Source: an optimization exercise on an open RTL-to-GDS flow (aim: small area). Production flows keep margins and buffers that such runs may drop.
The RTL was checked by simulation tests, not by an equivalence proof against the original design.
No activity file was given, so power comes from the tool's default toggle rates. The clock port is modelled as an ideal driver; clocking choices that lean on that would not hold on a real chip.

// dmem_responder
module dmem_responder #(
    parameter int          RAM_WORDS   = 64,
    parameter int          FIFO_DEPTH  = 8,
    parameter logic [31:0] PERIPH_BASE = 32'h0000_1000
) (
    input  logic        clk,
    input  logic        reset,
    input  logic [31:0] addr,
    input  logic [31:0] wdata,
    input  logic        memwrite,
    input  logic        memread,
    output logic [31:0] rdata,
    output logic [7:0]  tx_data,
    output logic        tx_valid,
    input  logic        tx_ready,
    input  logic [7:0]  rx_data,
    input  logic        rx_valid,
    output logic        rx_ready
);
Settings: LEC_CHECK=0, CAP_MARGIN=20, CORE_MARGIN=2, CORE_UTILIZATION=75, PLACE_DENSITY=0.82, SLEW_MARGIN=20, SYNTH_HIERARCHICAL=1; clock period 8.0 ns.
standard.sh (not shown) runs the stock make flow with config.mk's settings and CLKGATE_MAP_FILE= SYNTH_SCRIPT=/design/flow/synth_recipe.tcl, a recipe that flattens the netlist after the stock synthesis.
==> flow/flow/run.sh <==
#!/bin/bash
# Standard ORFS layout with two changes: port buffers use the smallest
# buffer cell, and clock tree synthesis clusters more sinks per buffer and
# inserts no dummy loads. Each tool's full output goes to its own log here
# (ORFS also keeps per-step logs under orfs/logs/).
set -euo pipefail
export BUFFER_PORTS_ARGS="-buffer_cell sky130_fd_sc_hd__buf_1"
export CTS_ARGS="-sink_clustering_enable -repair_clock_nets -dont_use_dummy_load -buf_list {sky130_fd_sc_hd__clkbuf_16} -sink_clustering_size 30 -sink_clustering_max_diameter 80 -sink_buffer_max_cap_derate 1.0"
bash standard.sh synth > synth.log 2>&1
bash standard.sh floorplan > floorplan.log 2>&1
bash standard.sh place > place.log 2>&1
bash standard.sh cts > cts.log 2>&1
bash standard.sh finish > route_finish.log 2>&1
The baseline produced a layout that fails on setup timing.
Change:
--- a/flow/design.v
+++ b/flow/design.v
@@ -59,36 +59,28 @@
         end else if (do_pop && !do_push) begin
             count_d = count_q - (PW+1)'(1);
         end
     end
     always_ff @(posedge clk) begin
         if (reset) begin
             count_q <= '0;
         end else begin
             count_q <= count_d;
         end
     end
-    logic push_hold;
-    assign push_hold = !do_push;
-    for (genvar i = 0; i < DEPTH; i++) begin : g_ent
-        logic [WIDTH-1:0] nxt, src;
-        if (i == 0) begin : g_first
-            assign src = push_data;
-        end else begin : g_next
-            assign src = mem_q[i-1];
-        end
-        for (genvar b = 0; b < WIDTH; b++) begin : g_bit
-            dmem_hold u_hold (.q(mem_q[i][b]), .hold(push_hold), .d(src[b]), .load(do_push), .y(nxt[b]));
-        end
-        always_ff @(posedge clk) begin
-            mem_q[i] <= nxt;
+    always_ff @(posedge clk) begin
+        if (do_push) begin
+            mem_q[0] <= push_data;
+            for (int i = 1; i < DEPTH; i++) begin
+                mem_q[i] <= mem_q[i-1];
+            end
         end
     end
 endmodule
 module dmem_responder #(
     parameter int          RAM_WORDS   = 64,
     parameter int          FIFO_DEPTH  = 8,
     parameter logic [31:0] PERIPH_BASE = 32'h0000_1000
 ) (
     input  logic        clk,
     input  logic        reset,
     input  logic [31:0] addr,
@@ -101,23 +93,23 @@
     input  logic        tx_ready,
     input  logic [7:0]  rx_data,
     input  logic        rx_valid,
     output logic        rx_ready
 );
     localparam int RAM_AW = $clog2(RAM_WORDS);
     localparam int CW     = $clog2(FIFO_DEPTH) + 1;
     logic [31:0]       ram_q [RAM_WORDS];
     logic [RAM_AW-1:0] ram_idx;
     logic              ram_hit, mbox_hit;
     logic [1:0]        reg_sel;
-    logic [RAM_WORDS-1:0] ram_sel, ram_we, ram_hold;
+    logic [RAM_WORDS-1:0] ram_sel;
     logic [31:0]       mbox_rd;
     logic              tx_push, tx_full, tx_empty;
     logic [7:0]        tx_head;
     logic [CW-1:0]     tx_count;
     logic              rx_push, rx_pop, rx_full, rx_empty;
     logic [7:0]        rx_head;
     logic [CW-1:0]     rx_count;
     logic              tx_ovf_q, tx_ovf_d;
     logic [31:0]       status;
     assign ram_hit  = (addr < 32'(RAM_WORDS * 4));
     assign ram_idx  = addr[RAM_AW+1:2];
@@ -159,38 +151,31 @@
     sync_fifo #(.WIDTH(8), .DEPTH(FIFO_DEPTH)) u_rx_fifo (
         .clk       (clk),
         .reset     (reset),
         .push      (rx_push),
         .push_data (rx_data),
         .pop       (rx_pop),
         .head      (rx_head),
         .full      (rx_full),
         .empty     (rx_empty),
         .count     (rx_count)
     );
+    always_ff @(posedge clk) begin
+        if (memwrite && ram_hit) begin
+            ram_q[ram_idx] <= wdata;
+        end
+    end
     always_comb begin
         for (int i = 0; i < RAM_WORDS; i++) begin
-            ram_sel[i]  = ram_hit && (ram_idx == RAM_AW'(i));
-            ram_we[i]   = memwrite && ram_sel[i];
-            ram_hold[i] = !ram_we[i];
-        end
-    end
-    for (genvar i = 0; i < RAM_WORDS; i++) begin : g_word
-        logic [31:0] q, d;
-        for (genvar b = 0; b < 32; b++) begin : g_bit
-            dmem_hold u_hold (.q(q[b]), .hold(ram_hold[i]), .d(wdata[b]), .load(ram_we[i]), .y(d[b]));
-        end
-        always_ff @(posedge clk) begin
-            q <= d;
-        end
-        assign ram_q[i] = q;
+            ram_sel[i] = ram_hit && (ram_idx == RAM_AW'(i));
+        end
     end
     for (genvar b = 0; b < 32; b++) begin : g_rd
         logic [20:0] n;
         for (genvar g = 0; g < 21; g++) begin : g_aoi
             dmem_aoi222 u_aoi (
                 .a0(ram_q[3*g][b]),   .s0(ram_sel[3*g]),
                 .a1(ram_q[3*g+1][b]), .s1(ram_sel[3*g+1]),
                 .a2(ram_q[3*g+2][b]), .s2(ram_sel[3*g+2]),
                 .y(n[g])
             );
         end
@@ -255,17 +240,11 @@
     output logic        y
 );
     assign y = ~(&n) | (a & s);
 endmodule
 module dmem_andor8 (
     input  logic [7:0] d,
     input  logic [7:0] s,
     output logic       y
 );
     assign y = |(d & s);
 endmodule
-module dmem_hold (
-    input  logic q, hold, d, load,
-    output logic y
-);
-    assign y = (q & hold) | (d & load);
-endmodule
After rerunning: This time the run completed without violations. Fmax climbs by about 12%. Wire length drops by about 23%. Sequential power climbs by about 10%. Worst hold slack gets worse by 44 ps. Cell count drops by about 30%. Global-route usage drops by 11 points.

==> static timing again, ports no longer ideal <==
In the flow no input, the clock included, has a driving cell. The finished layouts below were timed again as built, in two steps.
Step 1 assumes that a clkbuf_16 drives the clock port and a buf_2 every other input.
Step 2 adds t to the input delays and takes it off the output delays; t is the mean of the earliest and latest rising clock arrival at the registers after step 1. Input paths then give back, and output paths get back, about the clock's delay inside the block.
Three values: ideal ports, drivers, drivers and shift; two values: the first two.
| run | shift t [ns] | setup slack, ns | latest minus earliest clock arrival (ns) | worst register clock-pin slew, ns |
|---|---|---|---|---|
| the first run | 0.800 | -0.255 / -0.349 / -0.349 | 0.026 / 0.026 | 0.12 / 0.12 |
| the second run | 0.764 | 0.627 / 0.532 / 0.532 | 0.059 / 0.059 | 0.12 / 0.12 |
For the second run, which loses most, drivers alone change the setup slack by -0.095 ns; drivers and shift together by -0.095 ns.
